This is an optimization exercise on Yosys and OpenROAD, whose aim is small area, not a production implementation.
RTL that was checked went through simulation tests only; none was proved equivalent to the original.
No functional check of the RTL was part of runs 1 and 2.
No activity file was given, so power comes from the tool's default toggle rates.

$ cat flow/config.mk
export PLATFORM = sky130hd
export DESIGN_NAME = isp_tile_packer
export DESIGN_NICKNAME = isp_tile_packer
export VERILOG_FILES = /design/flow/design.v
export SDC_FILE = /design/flow/constraint.sdc
export NUM_CORES = 4
export LEC_CHECK = 0
export CAP_MARGIN = 0
export CORE_MARGIN = 2
export CORE_UTILIZATION = 40
export SLEW_MARGIN = 0
$ cat flow/constraint.sdc
create_clock -name core_clock -period 6.0 [get_ports {clk}]
set_input_delay 1.2000 -clock core_clock [delete_from_list [all_inputs] [get_ports {clk}]]
set_output_delay 1.2000 -clock core_clock [all_outputs]
set_load 0.01 [all_outputs]
$ cat flow/design.v
module isp_tile_packer #(
  parameter int IMGW_WIDTH     = 11,
  parameter int IMGH_WIDTH     = 11,
  parameter int PIX_WIDTH      = 24,
  parameter int LANES          = 32,
  parameter int ISP_DATA_WIDTH = 768,
  parameter int ISP_ADDR_WIDTH = 10
) (
  input  logic                      clk,
  input  logic                      rst_n,
  input  logic [IMGW_WIDTH-1:0]     img_width_i,
  input  logic [IMGH_WIDTH-1:0]     img_height_i,
  input  logic                      top_start_i,
  input  logic                      pix_vld_i,
  output logic                      pix_rdy_o,
  input  logic [PIX_WIDTH-1:0]      pix_dat_i,
  input  logic                      pix_sof_i,
  input  logic                      pix_eol_i,
  input  logic                      isp_rdy_i,
  output logic                      isp_resp_o,
  output logic                      isp_wen_o,
  output logic [ISP_ADDR_WIDTH-1:0] isp_waddr_o,
  output logic [ISP_DATA_WIDTH-1:0] isp_wdata_o,
  output logic                      isp_done_o,
  output logic                      busy_o,
  output logic                      frame_done_o,
  output logic                      err_o
);
  localparam int BUF_W = (LANES - 1) * PIX_WIDTH;
  typedef enum logic [1:0] {IDLE = 2'b00, WAIT_RDY = 2'b10, FILL = 2'b11, DONE = 2'b01} state_e;
  state_e                    state_q, state_d;
  logic [5:0]                tiles_q;       
  logic [IMGH_WIDTH-1:0]     lines_left_q;
  logic [4:0]                lane_q;        
  logic [4:0]                tile_q;        
  logic [4:0]                row_q;         
  logic                      first_q;       
  logic [BUF_W-1:0]          lane_buf_q;
  logic [PIX_WIDTH-1:0]      lane31_q;
  logic                      wen_q;
  logic                      done_q;
  logic [5:0] tiles_in;
  logic [5:0] tile_inc;
  logic       start_ok;
  logic       xfer;
  logic       last_lane;
  logic       last_tile;
  logic       last_col;
  logic       band_end;
  logic       lines_zero;
  assign tiles_in   = img_width_i[10:5];
  assign start_ok   = top_start_i && (state_q == IDLE) &&
                      (tiles_in != 6'd0) && (img_height_i != '0);
  assign pix_rdy_o  = (state_q == FILL);
  assign xfer       = pix_vld_i && pix_rdy_o;
  assign last_lane  = &lane_q;
  assign tile_inc   = {1'b0, tile_q} + 6'd1;
  assign last_tile  = (tile_inc == tiles_q);
  assign last_col   = last_lane && last_tile;
  assign lines_zero = (lines_left_q == '0);
  assign band_end   = xfer && last_col &&
                      ((&row_q) || (lines_left_q == IMGH_WIDTH'(1)));
  always_ff @(posedge clk or negedge rst_n) begin
    if (!rst_n) state_q <= IDLE;
    else        state_q <= state_d;
  end
  always_comb begin
    state_d = state_q;
    unique case (state_q)
      IDLE:     if (start_ok) state_d = WAIT_RDY;
      WAIT_RDY: if (isp_rdy_i) state_d = FILL;
      FILL:     if (band_end) state_d = DONE;
      DONE:     state_d = lines_zero ? IDLE : WAIT_RDY;
      default:  state_d = IDLE;
    endcase
  end
  assign isp_resp_o = (state_q == WAIT_RDY) && isp_rdy_i;
  assign busy_o     = (state_q != IDLE);
  always_ff @(posedge clk or negedge rst_n) begin
    if (!rst_n) begin
      wen_q  <= 1'b0;
      done_q <= 1'b0;
    end else begin
      wen_q  <= xfer && last_lane;
      done_q <= (state_q == DONE);
    end
  end
  always_ff @(posedge clk) begin
    if (start_ok) begin
      tiles_q      <= tiles_in;
      lines_left_q <= img_height_i;
      lane_q       <= '0;
      first_q      <= 1'b1;
    end else if (xfer) begin
      lane_q  <= lane_q + 5'd1;
      first_q <= 1'b0;
      if (last_col) lines_left_q <= lines_left_q - IMGH_WIDTH'(1);
      if (lane_q == 5'd0) begin
        if (first_q) begin
          tile_q <= '0;
          row_q  <= '0;
        end else if (last_tile) begin
          tile_q <= '0;
          row_q  <= row_q + 5'd1;
        end else begin
          tile_q <= tile_inc[4:0];
        end
      end
    end
  end
  for (genvar l = 0; l < LANES - 1; l++) begin : g_lane
    logic ld, hold;
    assign ld   = xfer && (lane_q == 5'(l));
    assign hold = (lane_q != 5'(l));
    always_ff @(posedge clk) begin
      lane_buf_q[l*PIX_WIDTH +: PIX_WIDTH] <=
          (lane_buf_q[l*PIX_WIDTH +: PIX_WIDTH] & {PIX_WIDTH{hold}}) |
          (pix_dat_i & {PIX_WIDTH{ld}});
    end
  end
  always_ff @(posedge clk) begin
    lane31_q <= pix_dat_i;
  end
  assign isp_wen_o    = wen_q;
  assign isp_waddr_o  = {row_q, tile_q};
  assign isp_wdata_o  = {lane31_q, lane_buf_q};
  assign isp_done_o   = done_q;
  assign frame_done_o = done_q && lines_zero;
  logic err_q;
  always_ff @(posedge clk or negedge rst_n) begin
    if (!rst_n) begin
      err_q <= 1'b0;
    end else if (start_ok) begin
      err_q <= 1'b0;
    end else if (xfer) begin
      if ((pix_sof_i != first_q) || (pix_eol_i != last_col)) begin
        err_q <= 1'b1;
      end
    end
  end
  assign err_o = err_q;
  logic unused_inputs;
  assign unused_inputs = ^{img_width_i[4:0], pix_sof_i, pix_eol_i};
endmodule
$ cat flow/flow/run.sh
#!/bin/bash
set -euo pipefail
cd "$(dirname "$0")/.."
bash standard.sh \
  "BUFFER_PORTS_ARGS=-buffer_cell sky130_fd_sc_hd__buf_1" \
  "CTS_ARGS=-sink_clustering_enable -repair_clock_nets -dont_use_dummy_load -buf_list sky130_fd_sc_hd__clkbuf_4 -sink_clustering_size 10 -sink_clustering_max_diameter 40" \
  finish > flow_standard.log 2>&1
$ cat flow/standard.sh
#!/bin/bash
# synth_recipe.tcl (not shown) runs the flow's synth.tcl, then flattens the netlist and writes it again
# the make line also repeats each setting of config.mk as NAME=value (left out here)
make -C /OpenROAD-flow-scripts/flow DESIGN_CONFIG=/design/flow/config.mk WORK_HOME=/design/flow/orfs CLKGATE_MAP_FILE= SYNTH_SCRIPT=/design/flow/synth_recipe.tcl "${@:-finish}"
==> results of run 1 <==
==> final cells by class <==
class / instances / area, sq um
fill: 6292 / 32400
sequential: 806 / 16400
multi-input combinational: 1686 / 7830
timing repair buffer: 858 / 3320
tap: 837 / 1050
clock buffer: 108 / 811
inverter: 33 / 124
antenna: 4 / 10.0
==> path summary, 6_finish.rpt <==
| check | startpoint | endpoint | slack [ns] | cells past startpoint |
|---|---|---|---|---|
| hold / removal | rst_n | state_q[1] | 0.17 | 1 |
| setup reg to reg | state_q[1] | lane_buf_q[64] | 3.13 | 5 |
| hold reg to reg | lane_buf_q[73] | lane_buf_q[73] | 0.45 | 2 |
| max in group asynchronous | rst_n | done_q | 5.55 | 1 |
| min in group core_clock | lane_buf_q[73] | lane_buf_q[73] | 0.45 | 2 |
| setup / recovery | lines_left_q[6] | frame_done_o | 2.08 | 5 |
==> per-layer routing <==
metal	share of wire	wire length, um	GRT usage	vias to the layer above
li1	-	-	-	10500
met1	0.39	36500	0.324	9533
met2	0.48	44700	0.462	796
met3	0.092	8630	0.0836	168
met4	0.042	3920	0.122	2
met5	0.00014	13	0	-
==> state kept, by name (all words and copies together) (netlist names) <==
| name | cells |
|---|---|
| first_q | 1 |
| row_q | 5 |
| lane_buf_q | 744 |
| lane_q | 5 |
| tile_q | 5 |
| tiles_q | 6 |
| lane31_q | 24 |
| wen_q | 1 |
| done_q | 1 |
| state_q | 2 |
| err_q | 1 |
| lines_left_q | 11 |
==> cell usage after synthesis, types with 8 or more instances <==
cell and number:
nand3_1 43, xnor2_1 12, dfxtp_1 774, o21ai_0 753
nor2_1 26, inv_1 33, clkbuf_1 234, edfxtp_1 27
ha_1 11, xor2_1 9, nor2b_1 8, nand2_1 777
==> critical path: stages, from the launching register on <==
cell and delay, ns:
edfxtp_1 0.43, or3_1 0.44, or4_1 0.48, nor2_1 0.19
and3b_1 0.17, buf_1 0.19
==> kinds of logic (layout without fill, tap and decap cells) <==
family,Yosys count,in the layout,synth area share
AND/OR/NAND/NOR,883,883,0.138
flip-flops,806,806,0.653
AO/OA/AOI/OAI,769,769,0.154
buffers and inverters,273,999,0.0408
XOR/XNOR,22,22,0.00825
adder cells (fa/ha/maj),11,11,0.00547
multiplexers,1,1,0.000398
other,0,4,0
==> power breakdown <==
| part | leakage [nW] | internal (mW) | switching, mW |
|---|---|---|---|
| Sequential | 6.78 | 7.92 | 1.26 |
| Combinational | 5.25 | 1.89 | 4.55 |
| Clock | 0.497 | 0.820 | 1.71 |
==> through the flow <==
step / hold WS (ns) / cells / area [sq um] / util
floorplan: 0.474 / 2765 / 25200 / -
global placement: 0.431 / 4220 / 28700 / 0.464
detailed placement: 0.440 / 4220 / 28700 / 0.464
CTS: 0.0576 / 4328 / 29600 / 0.477
global route: 0.102 / 4329 / 29600 / 0.477
finish: 0.171 / 4332 / 29600 / 0.477
==> flow_metrics.tcl, run 1 <==
set metrics [dict create \
    chipWidth_um 255 \
    core_sq_um 61900 \
    hold_path_class "in -> async" \
    cp_data_arrival_time_ns 2.72 \
    first_pass_iters 5 \
    drt_iter0_markers 1398 \
    avgSynthCellArea_sq_um 9.10 \
    die_area_sq_um 64900 \
    htree_levels 3 \
    die_y_um 255 \
    fin_nets 3557 \
    grt_overflow_total 0 \
    grtUsageTotal 0.275 \
    gp_congestion 0.857 \
    cp-end-kind "output port" \
    grt_max_degree 50 \
    rsz0062_at_grt "no" \
    seq_area_frac_synth 0.653 \
    synthFlopType "dfxtp_1" \
    tightestPinTransition_ns 1.08 \
    max_slew_margin 0.278 \
    clk_latency_ns 0.87 \
    status "complete, no violations" \
    timing_hold_violations_final 0 \
    p_per_area_nw_per_um2 614 \
    synthCells 2765 \
    place_hpwl_um 66300 \
    finalMaxSlewViolations 0 \
    setup-violations-final 0 \
    async_flop_share 0.00620 \
    grt_pass1_vias 18300 \
    via_count 21000 \
    synth_top_area_cell "dfxtp_1" \
    fmax_mhz 255 \
    irDropWorstVdd_v 0.000287 \
    synth-edff-count 27 \
    rows 91 \
    synth_area_leaders "dfxtp_1 62%, o21ai_0 15%, nand2_1 12%" \
    cp_data_required_time_ns 4.80 \
    synth_top_cell_area_share 0.616 \
    drc_errors 0 \
    ys_ff_latch 806 \
    fin_tns_setup_ns 0 \
    pre_cts_ws_ns 2.45 \
    final_antenna_net_count 0 \
    layout_common_cells "832 x buf_1, 774 x dfxtp_1, 759 x nand2_1" \
    cts_root_buffer "clkbuf_4" \
    yosysUniqueCellTypes 39 \
    top_level_ports 838 \
    critPathLaunchType "register" \
    area_growth_pct 17.5 \
    finClkSkew_ns 0.144 \
    criticalPathCategory "reg -> out" \
    clock_sink_count 806 \
    start_util 0.406 \
    grt_pass1_wl_um 130000 \
    finalPower_mw 18.2 \
    fin_crit_ns 3.92 \
    grt_antenna_before_repair 11 \
    cts_setup_buffers 0 \
    synth.net_count 2829 \
    p_leak_nw 12.5 \
    layout_commonest_cell "buf_1" \
    clockBufferDepth 3 \
    finalCritPeriodShare 0.654 \
    clk_pin_slew_ns 0.11 \
    viasPerCell 4.84 \
    cts_tree "done" \
    setup_ws_ns 2.08 \
    io_buffers 832 \
    wl_um 93800 \
    wl_per_cell_um 21.7 \
    post_cts_resized 0 \
    maxCapViolCount 0 \
    layout-drive-gt1-share 0.0490 \
    yosys_warnings 1 \
    syn_area_sq_um 25200 \
    path_max_fanout 4 \
    cts_buffers 108 \
    hold_buffers 0 \
]
==> run 2: changes to the inputs <==
--- a/flow/design.v
+++ b/flow/design.v
@@ -28,5 +28,5 @@
 );
   localparam int BUF_W = (LANES - 1) * PIX_WIDTH;
-  typedef enum logic [1:0] {IDLE = 2'b00, WAIT_RDY = 2'b10, FILL = 2'b11, DONE = 2'b01} state_e;
+  typedef enum logic [1:0] {IDLE, WAIT_RDY, FILL, DONE} state_e;
   state_e                    state_q, state_d;
   logic [5:0]                tiles_q;       
@@ -109,8 +109,13 @@
     end
   end
+  logic [3:0] lane_lo;
+  logic [7:0] lane_hi;
+  assign lane_lo = 4'b0001 << lane_q[1:0];
+  assign lane_hi = 8'b0000_0001 << lane_q[4:2];
   for (genvar l = 0; l < LANES - 1; l++) begin : g_lane
-    logic ld, hold;
-    assign ld   = xfer && (lane_q == 5'(l));
-    assign hold = (lane_q != 5'(l));
+    logic sel, ld, hold;
+    assign sel  = lane_lo[l % 4] && lane_hi[l / 4];
+    assign ld   = xfer && sel;
+    assign hold = !sel;
     always_ff @(posedge clk) begin
       lane_buf_q[l*PIX_WIDTH +: PIX_WIDTH] <=
==> run 2 against run 1 <==
Compared with the run above: combinational power fell by 14%; worst setup slack improved by 0.23 ns; via count fell by 1.0%; critical path depth fell by 1; critical endpoint unchanged; synthesized cell count fell by 6.2%; still clean on timing, DRC and antenna; die area rose by 0.47%; clock skew fell by 0.00067 ns.
==> flow_metrics.tcl, run 2 <==
set metrics [dict create \
    status "complete, no violations" \
    rsz0062_at_grt "no" \
    synth_top_cell_area_share 0.613 \
    timing_hold_violations_final 0 \
    largest_register_ffs 744 \
    viasPerCell 4.95 \
    async_flop_share 0.00620 \
    drt_iter0_markers 1390 \
    max_slew_margin 0.218 \
    area_growth_pct 17.6 \
    cts_buffers 109 \
    synth.net_count 2662 \
    wl_met3_um 7250 \
    chipWidth_um 255 \
    synthCells 2593 \
    layout_commonest_cell "buf_1" \
    hold_buffers 0 \
    cts_tree "done" \
    cpLargestDelayFamily "simple AND/OR/NAND/NOR gates" \
    gp_congestion 0.873 \
    placed_area_sq_um 28900 \
    fin_crit_ns 3.70 \
    critPathLaunchType "register" \
    synth-edff-count 27 \
    layout-drive-gt1-share 0.0545 \
    fmax_mhz 270 \
    top_level_ports 838 \
    hold_path_class "in -> async" \
    grt_max_degree 49 \
    syn_area_sq_um 25300 \
    crit_slowest_cell "nor4_1" \
    p_per_area_nw_per_um2 560 \
    cp-end-kind "output port" \
    top_regs "lane_buf_q x744, lane31_q x24, lines_left_q x11" \
    r2r_slack_ns 2.70 \
    io_buffers 832 \
    clock_sink_count 806 \
    synth_area_leaders "dfxtp_1 61%, o21ai_0 11%, nand2_1 9.7%" \
    synthMostInstantiatedCell "dfxtp_1" \
    maxCapViolCount 0 \
    fin_util 0.474 \
    seq_area_frac_synth 0.650 \
    ys_ff_latch 806 \
    cp_data_required_time_ns 4.80 \
    via_count 20700 \
    drt-met1-wl_um 37600 \
    fin_nets 3413 \
    top_layer "met4" \
    die_y_um 255 \
    grt_pass1_vias 19400 \
    cp_cell_sequence "nor4_1 -> and3_1 -> and3_1 -> buf_1" \
    cts_root_buffer "clkbuf_4" \
    cts_setup_buffers 0 \
    tightestPinTransition_ns 1.17 \
    finalMaxSlewViolations 0 \
    irDropWorstVdd_v 0.000278 \
    place_hpwl_um 64300 \
    clk_pin_slew_ns 0.10 \
    finalPower_mw 16.6 \
    path_max_fanout 4 \
    cp_slowest_stage_delay_ns 0.50 \
    yosysUniqueCellTypes 41 \
    yosys_warnings 1 \
    cp_num_buf_inv 1 \
    finalCritPeriodShare 0.616 \
    cp_data_arrival_time_ns 2.50 \
    multi_input_area_sq_um 7880 \
    layout_common_cells "832 x buf_1, 774 x dfxtp_1, 645 x nand2_1" \
    wl_um 92300 \
    avgSynthCellArea_sq_um 9.75 \
    rows 92 \
    htree_levels 3 \
    setup_ws_ns 2.30 \
    first_pass_iters 7 \
    setup-violations-final 0 \
    register_area_sq_um 16400 \
    fin_tns_setup_ns 0 \
    wl_per_cell_um 22.0 \
    grt_overflow_total 0 \
    drc_errors 0 \
    start_util 0.403 \
    die_area_sq_um 65200 \
    core_sq_um 62700 \
    wl_met2_um 43700 \
    post_cts_resized 0 \
    synth_top_area_cell "dfxtp_1" \
    synthFlopType "dfxtp_1" \
    final_area_sq_um 29700 \
    clk_latency_ns 0.93 \
    finClkSkew_ns 0.143 \
    final_antenna_net_count 0 \
    grt_pass1_wl_um 135000 \
    p_leak_nw 12.7 \
    grtUsageTotal 0.276 \
    grt_antenna_before_repair 5 \
    criticalPathCategory "reg -> out" \
    pre_cts_ws_ns 2.26 \
    clockBufferDepth 3 \
    synth_commonest_cells "774 x dfxtp_1, 655 x nand2_1, 577 x o21ai_0, 171 x clkbuf_1, 168 x a22o_1" \
    path_common_cell "and3_1" \
    n_fill_cell 6296 \
    top_register "lane_buf_q" \
]
==> run 2: kinds of logic (layout without fill, tap and decap cells) <==
logic type	count (synthesis)	in the layout	share of synthesized area
simple gates	724	724	0.114
flops	806	806	0.650
other cells	0	5	0
compound gates	769	769	0.179
fa+ha+maj	16	16	0.00792
xor+xnor	26	26	0.00901
buf+inv	252	1001	0.0402
==> run 2: per-stage QoR <==
step,hold WS [ns],std cells
after global routing,0.131,4191
final,0.207,4193
after CTS,0.110,4188
after global placement,0.431,4079
after floorplan,0.482,2593
after detailed placement,0.440,4079
==> run 2: path summary, 6_finish.rpt <==
path	start	to	depth (start not counted)
max	lines_left_q[5]	frame_done_o	4
min	rst_n	done_q	1
min reg2reg	lane_buf_q[607]	lane_buf_q[607]	2
min in group core_clock	lane_buf_q[607]	lane_buf_q[607]	2
max in group asynchronous	rst_n	state_q[0]	1
max reg2reg	state_q[0]	lane_buf_q[367]	6
==> run 2: area by class of cell <==
cell class              instances  area share
flip-flops and latches        806       0.553
multi-input cells            1535       0.265
repair buffers                880       0.117
well taps                     846      0.0356
clock buffers                 109      0.0275
inverters                      12     0.00160
diodes                          5    0.000421
==> run 2: per-layer routing <==
| metal | track usage | up-vias |
|---|---|---|
| li1 | - | 10100 |
| met1 | 0.331 | 9606 |
| met3 | 0.0796 | 173 |
| met4 | 0.106 | 0 |
| met5 | 0 | - |
| met2 | 0.466 | 828 |
==> run 2: power breakdown <==
group | total, mW | switching, mW | internal, mW
logic | 5.54 | 3.85 | 1.70
registers | 8.55 | 1.08 | 7.47
clock network | 2.54 | 1.71 | 0.828
==> run 3: changes to the inputs <==
--- a/flow/design.v
+++ b/flow/design.v
@@ -109,13 +109,8 @@
     end
   end
-  logic [3:0] lane_lo;
-  logic [7:0] lane_hi;
-  assign lane_lo = 4'b0001 << lane_q[1:0];
-  assign lane_hi = 8'b0000_0001 << lane_q[4:2];
   for (genvar l = 0; l < LANES - 1; l++) begin : g_lane
-    logic sel, ld, hold;
-    assign sel  = lane_lo[l % 4] && lane_hi[l / 4];
-    assign ld   = xfer && sel;
-    assign hold = !sel;
+    logic ld, hold;
+    assign ld   = xfer && (lane_q == 5'(l));
+    assign hold = (lane_q != 5'(l));
     always_ff @(posedge clk) begin
       lane_buf_q[l*PIX_WIDTH +: PIX_WIDTH] <=
==> flow/flow/run.sh (replaced) <==
#!/bin/bash
set -euo pipefail
cd "$(dirname "$0")/.."
bash standard.sh \
  "BUFFER_PORTS_ARGS=-buffer_cell sky130_fd_sc_hd__buf_1" \
  "CTS_ARGS=-sink_clustering_enable -repair_clock_nets -dont_use_dummy_load -buf_list sky130_fd_sc_hd__clkbuf_4 -sink_clustering_size 9 -sink_clustering_max_diameter 36" \
  finish > flow_standard.log 2>&1
==> run 3 against run 2 <==
Compared with the run above: global-route usage grew 0.40 points; worst setup slack better by 0.20 ns; die area is essentially flat; flip-flop and latch count is the same; critical path type is now reg -> reg; largest power group unchanged.
==> flow_metrics.tcl, run 3 <==
set metrics [dict create \
    startpoint "lane_q[0]" \
    syn_area_sq_um 25300 \
    htree_levels 3 \
    criticalPathCategory "reg -> reg" \
    hold_buffers 0 \
    rsz0062_at_grt "no" \
    pre_cts_ws_ns 1.87 \
    grtUsageTotal 0.280 \
    clock_sink_count 806 \
    synth_top_cell_area_share 0.613 \
    largest_register_ffs 744 \
    synth-edff-count 27 \
    core_sq_um 62700 \
    clk_pin_slew_ns 0.09 \
    finClkSkew_ns 0.0948 \
    viasPerCell 4.88 \
    post_cts_resized 0 \
    path_max_fanout 49 \
    final_antenna_net_count 0 \
    grt_antenna_before_repair 13 \
    area_growth_pct 17.4 \
    rows 92 \
    die_y_um 255 \
    p_leak_nw 13.8 \
    fin_util 0.473 \
    synthMostInstantiatedCell "nand2_1" \
    setup_ws_ns 2.51 \
    setup-violations-final 0 \
    start_util 0.403 \
    whs_ns 0.172 \
    fin_crit_ns 3.49 \
    grt_overflow_total 0 \
    avgSynthCellArea_sq_um 9.11 \
    async_flop_share 0.00620 \
    die_area_sq_um 65200 \
    top_register "lane_buf_q" \
    synthCells 2773 \
    synth_commonest_cells "780 x nand2_1, 774 x dfxtp_1, 569 x o21ai_1, 221 x clkbuf_1, 184 x o21ai_0" \
    io_buffers 832 \
    cp_data_required_time_ns 6.51 \
    cts_buffers 116 \
    fin_nets 3563 \
    layout_common_cells "832 x buf_1, 774 x dfxtp_1, 745 x nand2_1" \
    gp_congestion 0.869 \
    fin_tns_setup_ns 0 \
    r2r_slack_ns 2.51 \
    cp-end-kind "register" \
    fmax_mhz 286 \
    via_count 21200 \
    grt_pass1_wl_um 135000 \
    wl_per_cell_um 21.5 \
    finalMaxSlewViolations 0 \
    clockBufferDepth 3 \
    hold_path_class "in -> async" \
    timing_hold_violations_final 0 \
    yosys_warnings 1 \
    cts_root_buffer "clkbuf_4" \
    max_slew_margin 0.226 \
    place_hpwl_um 65700 \
    grt_pass1_vias 19100 \
    synthFlopType "dfxtp_1" \
    seq_area_frac_synth 0.650 \
    finalCritPeriodShare 0.582 \
    synth_top_area_cell "dfxtp_1" \
    ys_ff_latch 806 \
    wl_um 93500 \
    chipWidth_um 255 \
    synth_area_leaders "dfxtp_1 61%, nand2_1 12%, o21ai_1 11%" \
    maxCapViolCount 0 \
    r2r_start "lane_q[0]" \
    yosysUniqueCellTypes 40 \
    top_level_ports 838 \
    cts_setup_buffers 0 \
    p_per_area_nw_per_um2 464 \
    layout_commonest_cell "buf_1" \
    status "complete, no violations" \
    cp_data_arrival_time_ns 4.00 \
    tightestPinTransition_ns 1.16 \
    grt_max_degree 56 \
    drc_errors 0 \
    clk_latency_ns 0.92 \
    drt_iter0_markers 1276 \
    layout-drive-gt1-share 0.0530 \
    critPathLaunchType "register" \
    first_pass_iters 5 \
    synth.net_count 2843 \
    cts_tree "done" \
    top_regs "lane_buf_q x744, lane31_q x24, lines_left_q x11" \
    irDropWorstVdd_v 0.000249 \
]
==> run 3: cell types whose count changed in the layout (fill, tap and decap cells not counted), moves of 25 or more <==
cell / delta
nand3_1: +25
o21ai_1: +560
o21ai_0: -393
buf_4: -37
nand2_2: +25
a22o_1: -168
nand2_1: +100
==> run 3: cell families after synthesis <==
group / count (synthesis) / synth area share
adders and majority gates: 17 / 0.00842
and+or+nand+nor: 879 / 0.137
AOI/OAI and AO/OA: 769 / 0.154
xor gates and xnor gates: 25 / 0.00897
DFF: 806 / 0.650
muxes: 1 / 0.000594
buffers and inverters: 276 / 0.0411
==> run 3: area by class of cell <==
class	instances	area [sq um]
well taps	846	1060
diodes	4	10.0
fillers	6388	33100
repair buffers	843	3210
clock buffers	116	871
flip-flops and latches	806	16400
multi-input cells	1691	7950
inverters	35	131
==> run 3: stage by stage <==
stage                     std cells  area (sq um)  power [mW]
after floorplan                2773         25300        9.47
after global placement         4221         28800        11.2
after detailed placement       4221         28800        11.3
after CTS                      4337         29700        13.9
after global routing           4339         29700        14.6
final                          4341         29700        13.8
==> run 3: path summary, 6_finish.rpt <==
path                       depth (start not counted)         endpoint
setup / recovery                                   6         row_q[0]
hold / removal                                     1            err_q
setup reg to reg                                   6         row_q[0]
hold reg to reg                                    2  lane_buf_q[251]
max in group asynchronous                          1       state_q[0]
min in group core_clock                            2  lane_buf_q[251]
==> run 3: worst max-delay path, stage by stage (launching register included) <==
cell     delay, ns
dfxtp_1       0.36
inv_1         0.10
ha_1          0.33
nor2b_1       0.45
nand2_2       0.64
nor3_1        0.90
and2_1        0.37
==> run 3: power by group <==
part | total [mW] | internal [mW] | switching, mW
sequential | 7.29 | 6.67 | 0.629
clock | 2.60 | 0.878 | 1.73
combinational | 3.86 | 1.08 | 2.78
total | 13.8 | 8.63 | 5.14
==> run 3: routing by layer <==
layer,vias up,share of wire,track usage
met1,9490,0.39,0.324
met2,833,0.47,0.465
met4,16,0.047,0.138
li1,10600,-,-
met3,211,0.088,0.0904
met5,-,0.0010,0
==> run 4: changes to the inputs <==
==> flow/flow/run.sh (replaced) <==
#!/bin/bash
set -euo pipefail
cd "$(dirname "$0")/.."
bash standard.sh \
  "BUFFER_PORTS_ARGS=-buffer_cell sky130_fd_sc_hd__buf_1" \
  "CTS_ARGS=-sink_clustering_enable -dont_use_dummy_load -buf_list sky130_fd_sc_hd__clkbuf_4 -sink_clustering_size 10 -sink_clustering_max_diameter 40" \
  finish > flow_standard.log 2>&1
==> run 4 against run 3 <==
Compared with the run above: worst hold slack improved by 0.020 ns; worst setup slack improved by 0.0018 ns; fmax about the same; clock power decreased by 4%; largest cell class unchanged; critical endpoint is now row_q[4]; sequential share of layout area increased by 0.15 points; core utilization decreased by 0.12 points; power decreased by 0.72%; clock skew increased by 0.0087 ns; flip-flop and latch count unchanged; highest routed layer unchanged; wire length increased by 0.25%.
==> flow_metrics.tcl, run 4 <==
set metrics [dict create \
    yosysUniqueCellTypes 40 \
    fin_tns_setup_ns 0 \
    final_area_sq_um 29600 \
    use_met1 0.322 \
    rows 92 \
    cp-end-kind "register" \
    die_y_um 255 \
    use_met2 0.463 \
    clk_latency_ns 0.92 \
    via_count 21200 \
    grtUsageTotal 0.279 \
    seq_area_frac_synth 0.650 \
    crit_slowest_cell "nor3_1" \
    grt_max_degree 56 \
    cts_tree "done" \
    htree_levels 3 \
    clockBufferDepth 3 \
    synth.net_count 2843 \
    criticalPathCategory "reg -> reg" \
    fmax_mhz 286 \
    setup-violations-final 0 \
    hold_buffers 0 \
    grt_use_met3 0.0915 \
    cp_slowest_stage_delay_ns 0.91 \
    status "complete, no violations" \
    layout-drive-gt1-share 0.0500 \
    cp_cell_sequence "inv_1 -> ha_1 -> nor2b_1 -> nand2_2 -> nor3_1 -> and2_1" \
    grt_pass1_wl_um 134000 \
    largest_register_ffs 744 \
    synthCells 2773 \
    timing_hold_violations_final 0 \
    ys_ff_latch 806 \
    grt-busiest-layer "met2" \
    final_cells 4332 \
    synth_top_area_cell "dfxtp_1" \
    fin_crit_ns 3.49 \
    fin_nets 3552 \
    tightestPinTransition_ns 1.17 \
    wl_um 93700 \
    finalPower_mw 13.7 \
    async_flop_share 0.00620 \
    gp_congestion 0.869 \
    avgSynthCellArea_sq_um 9.11 \
    core_sq_um 62700 \
    yosys_warnings 1 \
    path_max_fanout 49 \
    viasPerCell 4.90 \
    synth-edff-count 27 \
    top_level_ports 838 \
    drc_errors 0 \
    rsz0062_at_grt "no" \
    start_util 0.403 \
    maxCapViolCount 0 \
    top_regs "lane_buf_q x744, lane31_q x24, lines_left_q x11" \
    synth_commonest_cells "780 x nand2_1, 774 x dfxtp_1, 569 x o21ai_1, 221 x clkbuf_1, 184 x o21ai_0" \
    die_area_sq_um 65200 \
    cts_buffers 105 \
    critPathLaunchType "register" \
    synthMostInstantiatedCell "nand2_1" \
    synth_area_leaders "dfxtp_1 61%, nand2_1 12%, o21ai_1 11%" \
    max_slew_margin 0.217 \
    first_pass_iters 5 \
    drt_iter0_markers 1150 \
    area_growth_pct 17.1 \
    startpoint "lane_q[0]" \
    fin_util 0.472 \
    grt_pass1_vias 19000 \
    final_antenna_net_count 0 \
    clock_sink_count 806 \
    r2r_start "lane_q[0]" \
    placed_area_sq_um 28800 \
    layout_common_cells "832 x buf_1, 774 x dfxtp_1, 745 x nand2_1" \
    post_cts_resized 0 \
    dp_cells 4221 \
    finalCritPeriodShare 0.582 \
    cpLargestDelayFamily "simple AND/OR/NAND/NOR gates" \
    chipWidth_um 255 \
    finClkSkew_ns 0.103 \
    grt_overflow_total 0 \
    clk_pin_slew_ns 0.11 \
    cp_data_required_time_ns 6.50 \
    place_hpwl_um 65700 \
    n_fill_cell 6383 \
    cts_setup_buffers 0 \
    synth_top_cell_area_share 0.613 \
    layout_commonest_cell "buf_1" \
    io_buffers 832 \
    cp_data_arrival_time_ns 3.99 \
    top_register "lane_buf_q" \
    synthFlopType "dfxtp_1" \
    syn_area_sq_um 25300 \
    hold_path_class "in -> async" \
    cts_root_buffer "clkbuf_4" \
    irDropWorstVdd_v 0.000248 \
    cp_num_buf_inv 1 \
    p_per_area_nw_per_um2 462 \
    grt_antenna_before_repair 14 \
    finalMaxSlewViolations 0 \
    p_leak_nw 13.7 \
    wl_per_cell_um 21.6 \
]
## run 4: cell types whose count changed in the layout (fill, tap and decap cells not counted), sizes merged
cell,delta
diode,+2
clkbuf,-11
## run 4: path summary, 6_finish.rpt
path / endpoint / slack, ns / cells after the start
max: row_q[4] / 2.51 / 6
min: state_q[1] / 0.19 / 1
max reg2reg: row_q[4] / 2.51 / 6
min reg2reg: lane_buf_q[251] / 0.45 / 2
max in group asynchronous: done_q / 5.54 / 1
min in group core_clock: lane_buf_q[251] / 0.45 / 2
## run 4: routing by layer
metal  wire length, um  vias to the layer above  share of wire
met5                83                        -        0.00089
met4              4800                       14          0.051
met3              8090                      215          0.086
met2             44200                      803           0.47
met1             36600                     9611           0.39
li1                  -                    10600              -
## run 4: layout make-up
class	instances	area [sq um]	share of cell area
clock buffers	105	788	0.0266
diodes	6	15.0	0.000508
inverters	35	131	0.00444
well taps	846	1060	0.0358
repair buffers	843	3210	0.108
multi-input cells	1691	7950	0.269
flip-flops and latches	806	16400	0.555
## run 4: cells by family after synthesis
group,count (synthesis),synth area share
compound gates,769,0.154
xor+xnor,25,0.00897
fa+ha+maj,17,0.00842
buf+inv,276,0.0411
flops,806,0.650
mux,1,0.000594
simple gates,879,0.137
## run 4: power breakdown
group	leakage (nW)	switching [mW]	total (mW)	internal, mW
registers	6.64	0.633	7.30	6.66
logic	6.58	2.78	3.87	1.08
clock network	0.483	1.70	2.50	0.798
## run 4: metrics by stage
stage	hold slack, ns	worst slack, ns
2_1_floorplan	0.474	2.74
3_3_place_gp	0.432	1.86
3_5_place_dp	0.440	1.87
4_1_cts	0.0933	2.41
5_1_grt	0.144	2.19
6_report	0.192	2.51
==> run 5: changes to the inputs <==
--- a/flow/design.v
+++ b/flow/design.v
@@ -28,5 +28,39 @@
 );
   localparam int BUF_W = (LANES - 1) * PIX_WIDTH;
-  typedef enum logic [1:0] {IDLE, WAIT_RDY, FILL, DONE} state_e;
+  localparam logic [32*5-1:0] LANE_CODE = {
+    5'd16,
+    5'd8,
+    5'd20,
+    5'd10,
+    5'd21,
+    5'd26,
+    5'd29,
+    5'd14,
+    5'd23,
+    5'd27,
+    5'd13,
+    5'd6,
+    5'd3,
+    5'd17,
+    5'd24,
+    5'd28,
+    5'd30,
+    5'd31,
+    5'd15,
+    5'd7,
+    5'd19,
+    5'd25,
+    5'd12,
+    5'd22,
+    5'd11,
+    5'd5,
+    5'd18,
+    5'd9,
+    5'd4,
+    5'd2,
+    5'd1,
+    5'd0
+  };
+  typedef enum logic [1:0] {IDLE = 2'b00, WAIT_RDY = 2'b10, FILL = 2'b11, DONE = 2'b01} state_e;
   state_e                    state_q, state_d;
   logic [5:0]                tiles_q;       
@@ -54,5 +88,5 @@
   assign pix_rdy_o  = (state_q == FILL);
   assign xfer       = pix_vld_i && pix_rdy_o;
-  assign last_lane  = &lane_q;
+  assign last_lane  = (lane_q == LANE_CODE[31*5 +: 5]);
   assign tile_inc   = {1'b0, tile_q} + 6'd1;
   assign last_tile  = (tile_inc == tiles_q);
@@ -93,8 +127,8 @@
       first_q      <= 1'b1;
     end else if (xfer) begin
-      lane_q  <= lane_q + 5'd1;
+      lane_q  <= {lane_q[3:0], lane_q[4] ^ lane_q[2] ^ (lane_q[3:0] == 4'd0)};
       first_q <= 1'b0;
       if (last_col) lines_left_q <= lines_left_q - IMGH_WIDTH'(1);
-      if (lane_q == 5'd0) begin
+      if (lane_q == LANE_CODE[0 +: 5]) begin
         if (first_q) begin
           tile_q <= '0;
@@ -111,6 +145,6 @@
   for (genvar l = 0; l < LANES - 1; l++) begin : g_lane
     logic ld, hold;
-    assign ld   = xfer && (lane_q == 5'(l));
-    assign hold = (lane_q != 5'(l));
+    assign ld   = xfer && (lane_q == LANE_CODE[l*5 +: 5]);
+    assign hold = (lane_q != LANE_CODE[l*5 +: 5]);
     always_ff @(posedge clk) begin
       lane_buf_q[l*PIX_WIDTH +: PIX_WIDTH] <=
==> flow/flow/run.sh (replaced) <==
#!/bin/bash
set -euo pipefail
cd "$(dirname "$0")/.."
bash standard.sh \
  "BUFFER_PORTS_ARGS=-buffer_cell sky130_fd_sc_hd__buf_1" \
  "CTS_ARGS=-sink_clustering_enable -repair_clock_nets -dont_use_dummy_load -buf_list sky130_fd_sc_hd__clkbuf_4 -sink_clustering_size 10 -sink_clustering_max_diameter 40" \
  finish > flow_standard.log 2>&1
==> run 5 against run 4 <==
Compared with the run above: sequential share of layout area increased by 0.16 points; synthesized cell count is 0.65% lower; combinational power increased by 47%; wire length hardly changed; largest power group unchanged; worst setup slack got worse by 0.40 ns; final cell count down 0.21%; clock skew grew 0.011 ns; flip-flop and latch count did not move; sequential power increased by 17%; global-route usage down 0.25 points; register-to-register slack better by 0.63 ns; worst hold slack worse by 0.020 ns.
==> flow_metrics.tcl, run 5 <==
set metrics [dict create \
    cp_num_buf_inv 1 \
    clockBufferDepth 3 \
    setup-violations-final 0 \
    cpLargestDelayFamily "simple AND/OR/NAND/NOR gates" \
    grt_max_degree 50 \
    finalCritPeriodShare 0.648 \
    r2r_cells 3 \
    start_util 0.406 \
    grtUsageTotal 0.277 \
    cp_data_required_time_ns 4.80 \
    cts_tree "done" \
    top_register "lane_buf_q" \
    yosys_warnings 1 \
    avgSynthCellArea_sq_um 9.12 \
    synth_top_cell_area_share 0.617 \
    fin_tns_setup_ns 0 \
    fin_crit_ns 3.89 \
    yosysUniqueCellTypes 46 \
    die_area_sq_um 64800 \
    final_area_sq_um 29500 \
    synth_commonest_cells "817 x nand2_1, 774 x dfxtp_1, 753 x o21ai_0, 227 x clkbuf_1, 27 x edfxtp_1" \
    synth_top_area_cell "dfxtp_1" \
    layout_commonest_cell "buf_1" \
    tightestPinTransition_ns 1.14 \
    rows 91 \
    n_fill_cell 6381 \
    irDropWorstVdd_v 0.000265 \
    first_pass_iters 5 \
    hold_buffers 0 \
    area_growth_pct 17.4 \
    register_area_sq_um 16400 \
    critPathLaunchType "register" \
    cp_cell_sequence "or4_4 -> nor3_1 -> nor2b_1 -> and2_1 -> buf_1" \
    grt_overflow_total 0 \
    r2r_slack_ns 3.14 \
    viasPerCell 4.79 \
    finClkSkew_ns 0.115 \
    seq_area_frac_synth 0.654 \
    timing_hold_violations_final 0 \
    fin_util 0.476 \
    cts_root_buffer "clkbuf_4" \
    multi_input_area_sq_um 7820 \
    grt_antenna_before_repair 5 \
    layout-drive-gt1-share 0.0511 \
    top_regs "lane_buf_q x744, lane31_q x24, lines_left_q x11" \
    synthFlopType "dfxtp_1" \
    hold_path_class "in -> async" \
    grt_pass1_vias 18700 \
    clk_latency_ns 0.94 \
    via_count 20700 \
    setup_ws_ns 2.11 \
    htree_levels 3 \
    synth_area_leaders "dfxtp_1 62%, o21ai_0 15%, nand2_1 12%" \
    status "complete, no violations" \
    clk_pin_slew_ns 0.08 \
    p_leak_nw 13.3 \
    max_slew_margin 0.238 \
    final_antenna_net_count 0 \
    largest_register_ffs 744 \
    finalMaxSlewViolations 0 \
    wl_um 93700 \
    fin_nets 3542 \
    criticalPathCategory "reg -> out" \
    syn_area_sq_um 25100 \
    cts_setup_buffers 0 \
    r2r_start "state_q[1]" \
    rr_endpoint "lane_buf_q[734]" \
    cp_data_arrival_time_ns 2.69 \
    place_hpwl_um 65200 \
    maxCapViolCount 0 \
    drc_errors 0 \
    drt_iter0_markers 1264 \
    p_per_area_nw_per_um2 569 \
    die_y_um 255 \
    layout_common_cells "832 x buf_1, 795 x nand2_1, 774 x dfxtp_1" \
    pre_cts_ws_ns 2.23 \
    rsz0062_at_grt "no" \
    synthCells 2755 \
    chipWidth_um 255 \
    clock_sink_count 806 \
    synth-edff-count 27 \
    core_sq_um 61900 \
    placed_area_sq_um 28700 \
    synthMostInstantiatedCell "nand2_1" \
    path_max_fanout 3 \
    fmax_mhz 257 \
    cp_slowest_stage_delay_ns 0.57 \
    grt_pass1_wl_um 131000 \
    async_flop_share 0.00620 \
    whs_ns 0.172 \
    crit_slowest_cell "or4_4" \
    post_cts_resized 0 \
    cts_buffers 110 \
    gp_congestion 0.840 \
    io_buffers 832 \
    wl_per_cell_um 21.7 \
    top_level_ports 838 \
    synth.net_count 2813 \
    cp-end-kind "output port" \
    ys_ff_latch 806 \
]
==> run 5: cell types whose count changed in the layout (fill, tap and decap cells not counted), moves of 11 or more <==
cell	change
nand3_1	-27
o21ai_0	+569
nand2_1	+50
nand2_2	-13
ha_1	-11
buf_4	+16
inv_1	-23
o21ai_1	-569
==> run 5: power breakdown <==
part / internal [mW] / leakage [nW] / switching (mW)
clock network: 0.834 / 0.506 / 1.73
registers: 7.46 / 6.70 / 1.07
logic: 1.60 / 6.11 / 4.08
total: 9.89 / 13.3 / 6.88
==> run 5: worst max path at each step <==
stage / startpoint / end / slack [ns] / cells past startpoint
floorplan: img_width_i[6] / lines_left_q[0] / 3.18 / 5
global placement: pix_vld_i / lane_buf_q[249] / 2.29 / 5
detailed placement: pix_vld_i / lane_buf_q[393] / 2.23 / 5
CTS: lines_left_q[7] / frame_done_o / 1.99 / 5
global route: lines_left_q[7] / frame_done_o / 1.93 / 5
finish: lines_left_q[7] / frame_done_o / 2.11 / 5
==> run 5: cell type report <==
class,instances,share of cell area
antenna,4,0.000339
clock buffer,110,0.0280
tap,837,0.0355
multi-input combinational,1697,0.265
inverter,10,0.00127
sequential,806,0.557
timing repair buffer,859,0.113
==> run 5: kinds of logic after synthesis <==
family,count (synthesis),synth area share
fa+ha+maj,5,0.00249
xor+xnor,17,0.00592
compound gates,785,0.160
mux,2,0.000996
buf+inv,252,0.0388
flops,806,0.654
simple gates,888,0.138
==> run 5: through the flow <==
step / total power [mW] / instances
final: 16.8 / 4323
after detailed placement: 14.4 / 4209
after global routing: 17.9 / 4320
after global placement: 14.2 / 4209
after floorplan: 11.5 / 2755
after CTS: 16.9 / 4319
==> run 5: layer usage <==
layer / GRT usage / wire, um / vias to the layer above
met5: 0 / 14 / -
met3: 0.0867 / 7300 / 148
met2: 0.488 / 46400 / 669
met4: 0.0924 / 2970 / 2
li1: - / - / 10400
met1: 0.318 / 37000 / 9470
==> run 6: changes to the inputs <==
--- a/flow/design.v
+++ b/flow/design.v
@@ -145,5 +145,5 @@
   for (genvar l = 0; l < LANES - 1; l++) begin : g_lane
     logic ld, hold;
-    assign ld   = xfer && (lane_q == LANE_CODE[l*5 +: 5]);
+    assign ld   = pix_vld_i && (lane_q == LANE_CODE[l*5 +: 5]);
     assign hold = (lane_q != LANE_CODE[l*5 +: 5]);
     always_ff @(posedge clk) begin
==> run 6 against run 5 <==
Compared with the run above: register-to-register slack worse by 0.15 ns; combinational power rose by 5.4%; critical path depth unchanged; via count grew 0.50%; non-clock buffer count up 1; wire length shrank 3.1%; still clean; sequential power rose by 6.6%; clock skew rose by 0.0075 ns; first-iteration DRC count fell by 7.8%; largest cell class unchanged; clock-buffer cell count decreased by 3; largest power group unchanged; worst setup slack gained 0.52 ns.
==> flow_metrics.tcl, run 6 <==
set metrics [dict create \
    synth_top_area_cell "dfxtp_1" \
    final_area_sq_um 29500 \
    cts_setup_buffers 0 \
    htree_levels 3 \
    clkPwrFrac 0.143 \
    ys_ff_latch 806 \
    synth_area_leaders "dfxtp_1 62%, o21ai_0 14%, nand2_1 12%" \
    cp_data_required_time_ns 4.80 \
    grt_pass1_wl_um 127000 \
    cp-end-kind "output port" \
    finalCritPeriodShare 0.561 \
    drc_errors 0 \
    via_count 20800 \
    p_leak_nw 12.5 \
    clock_sink_count 806 \
    cp_data_arrival_time_ns 2.17 \
    viasPerCell 4.82 \
    chipWidth_um 255 \
    core_sq_um 61900 \
    largest_register_ffs 744 \
    p_seq_frac 0.516 \
    r2r_slack_ns 2.99 \
    async_flop_share 0.00620 \
    top_level_ports 838 \
    rsz0062_at_grt "no" \
    switching_share 0.404 \
    cts_root_buffer "clkbuf_4" \
    yosys_warnings 1 \
    rows 91 \
    irDropWorstVdd_v 0.000280 \
    final_antenna_net_count 0 \
    wl_per_cell_um 21.0 \
    p_int_mw 10.5 \
    seq_area_frac_synth 0.653 \
    fmax_mhz 297 \
    p_per_area_nw_per_um2 597 \
    clockBufferDepth 3 \
    synth_top_cell_area_share 0.616 \
    syn_area_sq_um 25200 \
    clk_latency_ns 0.90 \
    fin_tns_setup_ns 0 \
    synth_commonest_cells "803 x nand2_1, 774 x dfxtp_1, 723 x o21ai_0, 148 x clkbuf_1, 87 x buf_2" \
    cts_tree "done" \
    timing_hold_violations_final 0 \
    fin_crit_ns 3.37 \
    synth-edff-count 27 \
    final_cells 4324 \
    tightestPinTransition_ns 1.13 \
    place_hpwl_um 62800 \
    path_max_fanout 5 \
    clk_pin_slew_ns 0.10 \
    dp_cells 4207 \
    p_comb_frac 0.341 \
    synthMostInstantiatedCell "nand2_1" \
    fin_nets 3537 \
    synthCells 2752 \
    setup-violations-final 0 \
    layout-drive-gt1-share 0.0495 \
    finalMaxSlewViolations 0 \
    yosysUniqueCellTypes 41 \
    cts_buffers 107 \
    maxCapViolCount 0 \
    max_slew_margin 0.246 \
    top_regs "lane_buf_q x744, lane31_q x24, lines_left_q x11" \
    finalPower_mw 17.6 \
    start_util 0.406 \
    layout_commonest_cell "buf_1" \
    gp_congestion 0.824 \
    whs_ns 0.244 \
    die_area_sq_um 64900 \
    grt_pass1_vias 18600 \
    hold_buffers 0 \
    post_cts_resized 0 \
    grt_max_degree 49 \
    wl_um 90800 \
    criticalPathCategory "reg -> out" \
    grtUsageTotal 0.268 \
    drt_iter0_markers 1166 \
    p_sw_mw 7.12 \
    layout_common_cells "831 x buf_1, 785 x nand2_1, 774 x dfxtp_1" \
    critPathLaunchType "register" \
    top_register "lane_buf_q" \
    grt_overflow_total 0 \
    status "complete, no violations" \
    hold_path_class "in -> async" \
    io_buffers 832 \
    avgSynthCellArea_sq_um 9.14 \
    synth.net_count 2810 \
    finClkSkew_ns 0.122 \
    area_growth_pct 17.1 \
    placed_area_sq_um 28600 \
    synthFlopType "dfxtp_1" \
    grt_antenna_before_repair 9 \
    first_pass_iters 5 \
    die_y_um 255 \
]
[run 6: cell count changes in the layout (fill, tap and decap cells not counted), sizes merged, moves of 3 or more]
cell,delta
xnor2,+3
nand3,+3
nand4,+5
nand2,-14
a21o,-5
diode,+6
a21oi,+6
inv,-3
nor2,+13
nand2b,-4
o21ai,-6
[run 6: final cells by class]
| cell class | count | area [sq um] |
|---|---|---|
| Fill cell | 6271 | 32500 |
| Sequential cell | 806 | 16400 |
| Multi-Input combinational cell | 1697 | 7790 |
| Timing Repair Buffer | 860 | 3330 |
| Tap cell | 837 | 1050 |
| Clock buffer | 107 | 803 |
| Inverter | 7 | 26.3 |
| Antenna cell | 10 | 25.0 |
[run 6: final timing paths]
check,startpoint,to,depth (start not counted)
hold / removal,rst_n,state_q[0],1
hold reg to reg,lane_buf_q[505],lane_buf_q[505],2
setup reg to reg,lane_q[4],lane_buf_q[287],4
min in group core_clock,pix_dat_i[23],lane31_q[23],1
setup / recovery,lines_left_q[0],frame_done_o,5
max in group asynchronous,rst_n,done_q,1
[run 6: worst max-delay path, cell delays in order, from the launching register on]
cell and delay (ns):
edfxtp_1 0.44, inv_1 0.09, ha_1 0.19, and3_1 0.28
and3_1 0.18, buf_1 0.19
[run 6: routing by layer]
layer,GRT usage,wire (um),vias to the layer above
met5,0,0,-
li1,-,-,10400
met2,0.457,43800,735
met3,0.0758,6930,178
met4,0.130,4070,0
met1,0.310,36000,9472
[run 6: kinds of logic (layout without fill, tap and decap cells)]
group / after synthesis / in the layout / synth area share
and+or+nand+nor: 896 / 896 / 0.140
xor gates and xnor gates: 21 / 21 / 0.00731
AOI/OAI and AO/OA: 775 / 775 / 0.156
DFF: 806 / 806 / 0.653
other: 0 / 10 / 0
adders and majority gates: 5 / 5 / 0.00249
buffers and inverters: 249 / 974 / 0.0415
[run 6: metrics by stage]
| stage | worst slack [ns] | util |
|---|---|---|
| after detailed placement | 2.19 | 0.462 |
| after CTS | 2.50 | 0.475 |
| after floorplan | 3.12 | - |
| final | 2.63 | 0.476 |
| after global placement | 2.21 | 0.462 |
| after global routing | 2.44 | 0.475 |
[run 6: power groups by stage]
| stage | logic, mW | registers, mW | clock network, mW |
|---|---|---|---|
| after floorplan | 1.89 | 10.3 | 0 |
| after detailed placement | 6.09 | 9.16 | 0 |
| after CTS | 6.08 | 9.07 | 2.58 |
| after global routing | 6.68 | 9.38 | 2.79 |
| final | 6.00 | 9.08 | 2.51 |
| after global placement | 6.01 | 9.07 | 0 |
==> run 7: changes to the inputs <==
==> flow/flow/run.sh (replaced) <==
#!/bin/bash
set -euo pipefail
cd "$(dirname "$0")/.."
bash standard.sh \
  "BUFFER_PORTS_ARGS=-buffer_cell sky130_fd_sc_hd__buf_1" \
  "CTS_ARGS=-sink_clustering_enable -repair_clock_nets -dont_use_dummy_load -buf_list sky130_fd_sc_hd__clkbuf_4 -sink_clustering_size 10 -sink_clustering_max_diameter 45" \
  finish > flow_standard.log 2>&1
==> run 7 against run 6 <==
Compared with the run above: worst hold slack got worse by 0.070 ns; largest power group unchanged; critical endpoint unchanged; flip-flop and latch count did not move; first-iteration DRC count shrank 8.2%; core utilization fell by 0.11 points; register-to-register slack got worse by 0.05 ns; critical path type unchanged; power decreased by 0.26%.
==> flow_metrics.tcl, run 7 <==
set metrics [dict create \
    finClkSkew_ns 0.0891 \
    r2r_cells 3 \
    clk_pin_slew_ns 0.11 \
    cpLargestDelayFamily "simple AND/OR/NAND/NOR gates" \
    multi_input_area_sq_um 7790 \
    finalMaxSlewViolations 0 \
    criticalPathCategory "reg -> out" \
    irDropWorstVdd_v 0.000296 \
    p_leak_nw 12.4 \
    fin_tns_setup_ns 0 \
    fin_nets 3529 \
    layout-drive-gt1-share 0.0473 \
    cts_setup_buffers 0 \
    max_slew_margin 0.263 \
    start_util 0.406 \
    yosys_warnings 1 \
    synth_top_cell_area_share 0.616 \
    n_fill_cell 6243 \
    drc_errors 0 \
    clk_latency_ns 0.86 \
    die_y_um 255 \
    rows 91 \
    maxCapViolCount 0 \
    cp_num_buf_inv 2 \
    die_area_sq_um 64900 \
    first_pass_iters 5 \
    layout_commonest_cell "buf_1" \
    async_flop_share 0.00620 \
    r2r_slack_ns 2.94 \
    r2r_start "lane_q[4]" \
    wl_met2_um 44500 \
    cp_data_arrival_time_ns 2.20 \
    timing_hold_violations_final 0 \
    area_growth_pct 16.8 \
    top_layer "met4" \
    grt_overflow_total 0 \
    grt_pass1_vias 18500 \
    gp_congestion 0.824 \
    drt_iter0_markers 1070 \
    whs_ns 0.174 \
    synthMostInstantiatedCell "nand2_1" \
    grt_antenna_before_repair 7 \
    final_antenna_net_count 0 \
    cp_slowest_stage_delay_ns 0.44 \
    syn_area_sq_um 25200 \
    wl_um 90900 \
    grtUsageTotal 0.268 \
    rsz0062_at_grt "no" \
    wl_met3_um 7020 \
    synth.net_count 2810 \
    post_cts_resized 0 \
    synth_top_area_cell "dfxtp_1" \
    cts_tree "done" \
    top_level_ports 838 \
    wl_per_cell_um 21.1 \
    cp_data_required_time_ns 4.80 \
    ys_ff_latch 806 \
    rr_endpoint "lane_buf_q[284]" \
    synth_commonest_cells "803 x nand2_1, 774 x dfxtp_1, 723 x o21ai_0, 148 x clkbuf_1, 87 x buf_2" \
    tightestPinTransition_ns 1.10 \
    cts_root_buffer "clkbuf_4" \
    via_count 20800 \
    critPathLaunchType "register" \
    path_common_cell "and3_1" \
    synthCells 2752 \
    critical_path_depth 5 \
    seq_area_frac_synth 0.653 \
    chipWidth_um 255 \
    fin_crit_ns 3.40 \
    fmax_mhz 294 \
    io_buffers 832 \
    setup_ws_ns 2.60 \
    synth-edff-count 27 \
    p_per_area_nw_per_um2 597 \
    hold_path_class "in -> async" \
    layout_common_cells "831 x buf_1, 785 x nand2_1, 774 x dfxtp_1" \
    synth_area_leaders "dfxtp_1 62%, o21ai_0 14%, nand2_1 12%" \
    clockBufferDepth 3 \
    core_sq_um 61900 \
    cts_buffers 99 \
    viasPerCell 4.83 \
    pre_cts_ws_ns 2.19 \
    cp-end-kind "output port" \
    crit_slowest_cell "edfxtp_1" \
    clock_sink_count 806 \
    grt_pass1_wl_um 127000 \
    yosysUniqueCellTypes 41 \
    hold_buffers 0 \
    status "complete, no violations" \
    cp_cell_sequence "inv_1 -> ha_1 -> and3_1 -> and3_1 -> buf_1" \
    setup-violations-final 0 \
    grt_max_degree 49 \
    largest_register_ffs 744 \
    avgSynthCellArea_sq_um 9.14 \
    place_hpwl_um 62800 \
    top_regs "lane_buf_q x744, lane31_q x24, lines_left_q x11" \
    register_area_sq_um 16400 \
    path_max_fanout 5 \
    htree_levels 3 \
    finalCritPeriodShare 0.567 \
    synthFlopType "dfxtp_1" \
    top_register "lane_buf_q" \
    drt-met1-wl_um 35500 \
]
==> run 7: cell counts after synthesis <==
No cell type changed its count.
==> run 7: power by group <==
part	internal (mW)	leakage [nW]	total, mW	switching [mW]
combinational	1.81	5.20	6.01	4.20
sequential	7.85	6.79	9.08	1.23
clock	0.756	0.456	2.46	1.70
==> run 7: layout make-up <==
cell class,instances,share of cell area
flip-flops and latches,806,0.559
multi-input cells,1697,0.265
inverters,7,0.000894
repair buffers,860,0.113
well taps,837,0.0356
diodes,7,0.000596
clock buffers,99,0.0253
==> run 7: per-layer routing <==
layer	track usage	vias to the layer above
met5	0	-
met1	0.310	9510
met4	0.120	0
li1	-	10400
met2	0.461	748
met3	0.0742	173
==> run 7: worst max-delay path by stage <==
stage / from / to / slack [ns]
6_report: lines_left_q[0] / frame_done_o / 2.60
2_1_floorplan: pix_vld_i / lines_left_q[0] / 3.12
3_3_place_gp: pix_vld_i / lines_left_q[7] / 2.21
5_1_grt: lines_left_q[0] / frame_done_o / 2.37
3_5_place_dp: pix_vld_i / lines_left_q[7] / 2.19
4_1_cts: lines_left_q[0] / frame_done_o / 2.44
==> run 7: logic make-up after synthesis <==
family / count (synthesis) / share of synthesized area
AND/OR/NAND/NOR: 896 / 0.140
AO/OA/AOI/OAI: 775 / 0.156
buffers and inverters: 249 / 0.0415
adder cells (fa/ha/maj): 5 / 0.00249
flip-flops: 806 / 0.653
XOR/XNOR: 21 / 0.00731
==> run 7: per-stage QoR <==
step | std cells | total power, mW | area [sq um] | util
after global placement | 4207 | 15.1 | 28600 | 0.462
after CTS | 4306 | 17.7 | 29400 | 0.474
final | 4313 | 17.6 | 29400 | 0.475
after global routing | 4310 | 18.8 | 29400 | 0.474
after detailed placement | 4207 | 15.3 | 28600 | 0.462
after floorplan | 2752 | 12.2 | 25200 | -
==> run 8: changes to the inputs <==
==> flow/flow/run.sh (replaced) <==
#!/bin/bash
set -euo pipefail
cd "$(dirname "$0")/.."
bash standard.sh \
  "BUFFER_PORTS_ARGS=-buffer_cell sky130_fd_sc_hd__buf_1" \
  "CTS_ARGS=-sink_clustering_enable -repair_clock_nets -dont_use_dummy_load -buf_list sky130_fd_sc_hd__clkbuf_4 -sink_clustering_size 11 -sink_clustering_max_diameter 40" \
  finish > flow_standard.log 2>&1
==> run 8 against run 7 <==
Compared with the run above: still clean; worst setup slack better by 0.027 ns; core utilization up 0.10 points; clock power up 2%; synthesized cell count unchanged; flip-flop and latch count unchanged; final cell count up 0.26%; sequential power about the same; largest power group unchanged.
==> flow_metrics.tcl, run 8 <==
set metrics [dict create \
    status "complete, no violations" \
    grt_antenna_before_repair 10 \
    synthFlopType "dfxtp_1" \
    die_y_um 255 \
    first_pass_iters 5 \
    max_slew_margin 0.236 \
    post_cts_resized 0 \
    area_growth_pct 17.0 \
    rsz0062_at_grt "no" \
    seq_area_frac_synth 0.653 \
    synth-edff-count 27 \
    synth_area_leaders "dfxtp_1 62%, o21ai_0 14%, nand2_1 12%" \
    cts_buffers 106 \
    ys_ff_latch 806 \
    tightestPinTransition_ns 1.15 \
    top_regs "lane_buf_q x744, lane31_q x24, lines_left_q x11" \
    wl_per_cell_um 21.1 \
    place_hpwl_um 62800 \
    grt_max_degree 49 \
    irDropWorstVdd_v 0.000282 \
    hold_path_class "in -> async" \
    clk_pin_slew_ns 0.10 \
    layout_commonest_cell "buf_1" \
    final_antenna_net_count 0 \
    multi_input_area_sq_um 7790 \
    fin_nets 3536 \
    p_leak_nw 12.5 \
    chipWidth_um 255 \
    p_int_mw 10.5 \
    clk_latency_ns 0.91 \
    p_comb_frac 0.341 \
    use_met1 0.314 \
    p_per_area_nw_per_um2 598 \
    maxCapViolCount 0 \
    die_area_sq_um 64900 \
    use_met2 0.465 \
    top_register "lane_buf_q" \
    largest_register_ffs 744 \
    core_sq_um 61900 \
    hold_buffers 0 \
    fin_tns_setup_ns 0 \
    cp_data_required_time_ns 4.80 \
    finClkSkew_ns 0.114 \
    n_fill_cell 6252 \
    cts_tree "done" \
    synth.net_count 2810 \
    timing_hold_violations_final 0 \
    top_level_ports 838 \
    synthCells 2752 \
    cp-end-kind "output port" \
    rows 91 \
    switching_share 0.405 \
    clkPwrFrac 0.143 \
    setup-violations-final 0 \
    grt_overflow_total 0 \
    fmax_mhz 296 \
    yosys_warnings 1 \
    fin_crit_ns 3.38 \
    avgSynthCellArea_sq_um 9.14 \
    via_count 21000 \
    layout_common_cells "831 x buf_1, 785 x nand2_1, 774 x dfxtp_1" \
    io_buffers 832 \
    start_util 0.406 \
    htree_levels 3 \
    grt_pass1_vias 18600 \
    async_flop_share 0.00620 \
    drt_iter0_markers 1200 \
    synth_top_cell_area_share 0.616 \
    clock_sink_count 806 \
    finalMaxSlewViolations 0 \
    drc_errors 0 \
    critPathLaunchType "register" \
    grtUsageTotal 0.268 \
    grt_use_met3 0.0710 \
    p_sw_mw 7.13 \
    finalCritPeriodShare 0.563 \
    path_max_fanout 5 \
    synth_top_area_cell "dfxtp_1" \
    layout-drive-gt1-share 0.0492 \
    wl_um 91100 \
    yosysUniqueCellTypes 41 \
    viasPerCell 4.85 \
    syn_area_sq_um 25200 \
    grt-busiest-layer "met2" \
    register_area_sq_um 16400 \
    synth_commonest_cells "803 x nand2_1, 774 x dfxtp_1, 723 x o21ai_0, 148 x clkbuf_1, 87 x buf_2" \
    clockBufferDepth 3 \
    cp_data_arrival_time_ns 2.18 \
    cts_root_buffer "clkbuf_4" \
    cts_setup_buffers 0 \
    p_seq_frac 0.516 \
    gp_congestion 0.824 \
    synthMostInstantiatedCell "nand2_1" \
    whs_ns 0.232 \
    grt_pass1_wl_um 128000 \
    criticalPathCategory "reg -> out" \
]
run 8: cell families after synthesis:
kind of cell,after synthesis,synth area share
and+or+nand+nor,896,0.140
DFF,806,0.653
AOI/OAI and AO/OA,775,0.156
buffers and inverters,249,0.0415
xor gates and xnor gates,21,0.00731
adders and majority gates,5,0.00249
run 8: critical path, cell delays in order (launching register included):
cell and delay, ns:
edfxtp_1 0.44, inv_1 0.09, ha_1 0.19, and3_1 0.28, and3_1 0.18, buf_1 0.18
run 8: power groups by stage:
stage | Combinational, mW | Sequential (mW) | Clock [mW]
finish | 6.00 | 9.09 | 2.51
global route | 6.68 | 9.38 | 2.77
CTS | 6.08 | 9.07 | 2.57
detailed placement | 6.09 | 9.16 | 0
global placement | 6.01 | 9.07 | 0
floorplan | 1.89 | 10.3 | 0
run 8: cell type report:
class / count / share of cell area
sequential: 806 / 0.558
multi-input combinational: 1697 / 0.265
timing repair buffer: 860 / 0.113
tap: 837 / 0.0356
clock buffer: 106 / 0.0270
antenna: 11 / 0.000935
inverter: 7 / 0.000892
run 8: metal layers:
layer  vias to the layer above  routed length (um)
met2                       712               45100
met1                      9679               35900
met5                         -                   0
li1                      10400                   -
met4                         0                3170
met3                       163                6930
run 8: worst paths after layout:
check | from | endpoint | slack, ns | depth (start not counted)
hold reg to reg | lane_buf_q[505] | lane_buf_q[505] | 0.44 | 2
setup reg to reg | lane_q[4] | lane_buf_q[287] | 2.98 | 4
setup / recovery | lines_left_q[0] | frame_done_o | 2.62 | 5
max in group asynchronous | rst_n | done_q | 5.53 | 1
hold / removal | rst_n | state_q[0] | 0.23 | 1
min in group core_clock | pix_dat_i[16] | lane31_q[16] | 0.42 | 1
run 8: stage by stage:
stage                     total power [mW]  cell area, sq um  worst slack [ns]  cells   util
final                                 17.6             29500              2.62   4324  0.476
after global routing                  18.8             29400              2.45   4320  0.475
after CTS                             17.7             29400              2.50   4313  0.475
after detailed placement              15.3             28600              2.19   4207  0.462
after global placement                15.1             28600              2.21   4207  0.462
after floorplan                       12.2             25200              3.12   2752      -
==> run 9: changes to the inputs <==
==> flow/flow/run.sh (replaced) <==
#!/bin/bash
set -euo pipefail
cd "$(dirname "$0")/.."
bash standard.sh \
  "BUFFER_PORTS_ARGS=-buffer_cell sky130_fd_sc_hd__buf_1" \
  "CTS_ARGS=-sink_clustering_enable -repair_clock_nets -dont_use_dummy_load -buf_list sky130_fd_sc_hd__clkbuf_4 -sink_clustering_size 9 -sink_clustering_max_diameter 50" \
  finish > flow_standard.log 2>&1
==> run 9 against run 8 <==
Compared with the run above: die area unchanged; clock-buffer cell count fell by 5; synthesized cell count did not move; critical endpoint unchanged; largest cell class unchanged.
==> flow_metrics.tcl, run 9 <==
set metrics [dict create \
    r2r_cells 3 \
    htree_levels 3 \
    p_leak_nw 12.4 \
    synth_area_leaders "dfxtp_1 62%, o21ai_0 14%, nand2_1 12%" \
    layout-drive-gt1-share 0.0478 \
    layout_common_cells "831 x buf_1, 785 x nand2_1, 774 x dfxtp_1" \
    area_growth_pct 16.9 \
    gp_congestion 0.824 \
    drt_iter0_markers 1141 \
    synth_commonest_cells "803 x nand2_1, 774 x dfxtp_1, 723 x o21ai_0, 148 x clkbuf_1, 87 x buf_2" \
    fmax_mhz 295 \
    cts_buffers 101 \
    drc_errors 0 \
    first_pass_iters 5 \
    tightestPinTransition_ns 1.18 \
    via_count 20900 \
    largest_register_ffs 744 \
    grtUsageTotal 0.269 \
    grt_antenna_before_repair 10 \
    yosys_warnings 1 \
    setup-violations-final 0 \
    layout_commonest_cell "buf_1" \
    timing_hold_violations_final 0 \
    final_cells 4319 \
    finalMaxSlewViolations 0 \
    synth.net_count 2810 \
    cp-end-kind "output port" \
    start_util 0.406 \
    async_flop_share 0.00620 \
    top_level_ports 838 \
    viasPerCell 4.84 \
    clockBufferDepth 3 \
    max_slew_margin 0.213 \
    synth_top_cell_area_share 0.616 \
    dp_cells 4207 \
    grt_pass1_wl_um 128000 \
    synthCells 2752 \
    cts_setup_buffers 0 \
    critPathLaunchType "register" \
    cp_data_arrival_time_ns 2.19 \
    avgSynthCellArea_sq_um 9.14 \
    finClkSkew_ns 0.0966 \
    wl_per_cell_um 21.1 \
    core_sq_um 61900 \
    chipWidth_um 255 \
    ys_ff_latch 806 \
    fin_tns_setup_ns 0 \
    grt_overflow_total 0 \
    synth-edff-count 27 \
    synth_top_area_cell "dfxtp_1" \
    cp_data_required_time_ns 4.80 \
    post_cts_resized 0 \
    hold_buffers 0 \
    clock_sink_count 806 \
    clk_pin_slew_ns 0.09 \
    yosysUniqueCellTypes 41 \
    seq_area_frac_synth 0.653 \
    fin_nets 3531 \
    die_y_um 255 \
    cts_tree "done" \
    grt_max_degree 49 \
    r2r_start "lane_q[4]" \
    status "complete, no violations" \
    rows 91 \
    finalPower_mw 17.6 \
    wl_um 91100 \
    finalCritPeriodShare 0.566 \
    place_hpwl_um 62800 \
    fin_crit_ns 3.39 \
    criticalPathCategory "reg -> out" \
    path_max_fanout 5 \
    rsz0062_at_grt "no" \
    top_register "lane_buf_q" \
    final_antenna_net_count 0 \
    top_regs "lane_buf_q x744, lane31_q x24, lines_left_q x11" \
    die_area_sq_um 64900 \
    rr_endpoint "lane_buf_q[271]" \
    p_per_area_nw_per_um2 597 \
    maxCapViolCount 0 \
    io_buffers 832 \
    cts_root_buffer "clkbuf_4" \
    synthMostInstantiatedCell "nand2_1" \
    r2r_slack_ns 2.99 \
    irDropWorstVdd_v 0.000267 \
    grt_pass1_vias 18500 \
    syn_area_sq_um 25200 \
    synthFlopType "dfxtp_1" \
    hold_path_class "in -> async" \
    clk_latency_ns 0.91 \
]
## run 9: cell count changes in the layout (fill, tap and decap cells not counted)
cell / before / now
clkbuf_4: 106 / 101
## run 9: final cells by class
class | instances | area (sq um)
Sequential cell | 806 | 16400
Multi-Input combinational cell | 1697 | 7790
Timing Repair Buffer | 860 | 3330
Tap cell | 837 | 1050
Clock buffer | 101 | 758
Antenna cell | 11 | 27.5
Fill cell | 6266 | 32500
Inverter | 7 | 26.3
## run 9: per-stage QoR
stage | hold slack, ns | area [sq um] | util | setup slack, ns
after detailed placement | 0.440 | 28600 | 0.462 | 2.19
after CTS | 0.0773 | 29400 | 0.474 | 2.47
after global routing | 0.0696 | 29400 | 0.475 | 2.38
final | 0.159 | 29400 | 0.475 | 2.61
after floorplan | 0.474 | 25200 | - | 3.12
after global placement | 0.432 | 28600 | 0.462 | 2.21
## run 9: power breakdown
group          total, mW  internal (mW)  switching, mW
clock               2.48          0.770           1.71
combinational       6.01           1.81           4.20
sequential          9.09           7.86           1.23
total               17.6           10.4           7.14
## run 9: kinds of logic (layout without fill, tap and decap cells)
family / count (synthesis) / in the layout / synth area share
simple gates: 896 / 896 / 0.140
flops: 806 / 806 / 0.653
compound gates: 775 / 775 / 0.156
buf+inv: 249 / 968 / 0.0415
xor+xnor: 21 / 21 / 0.00731
fa+ha+maj: 5 / 5 / 0.00249
other cells: 0 / 11 / 0
## run 9: worst max path at each step
stage | from | end | slack (ns)
after floorplan | pix_vld_i | lines_left_q[0] | 3.12
after global placement | pix_vld_i | lines_left_q[7] | 2.21
after detailed placement | pix_vld_i | lines_left_q[7] | 2.19
after CTS | lines_left_q[0] | frame_done_o | 2.47
after global routing | lines_left_q[0] | frame_done_o | 2.38
final | lines_left_q[0] | frame_done_o | 2.61
## run 9: worst max-delay path, cell delays in order, from the launching register on
cell      delay, ns
edfxtp_1       0.44
inv_1          0.09
ha_1           0.19
and3_1         0.28
and3_1         0.18
buf_1          0.18
## run 9: routing by layer
| layer | routed length (um) | vias up | track usage |
|---|---|---|---|
| met4 | 3140 | 0 | 0.0996 |
| met1 | 35600 | 9605 | 0.316 |
| met5 | 0 | - | 0 |
| met2 | 45000 | 732 | 0.466 |
| li1 | - | 10400 | - |
| met3 | 7410 | 153 | 0.0766 |

Setup slack of run 9, layout unchanged: 2.605 ns with ideal ports, 2.542 ns with driving cells assumed (clock clkbuf_16, inputs buf_2), 2.184 ns with port delays also shifted by the 0.916 ns mid clock arrival.
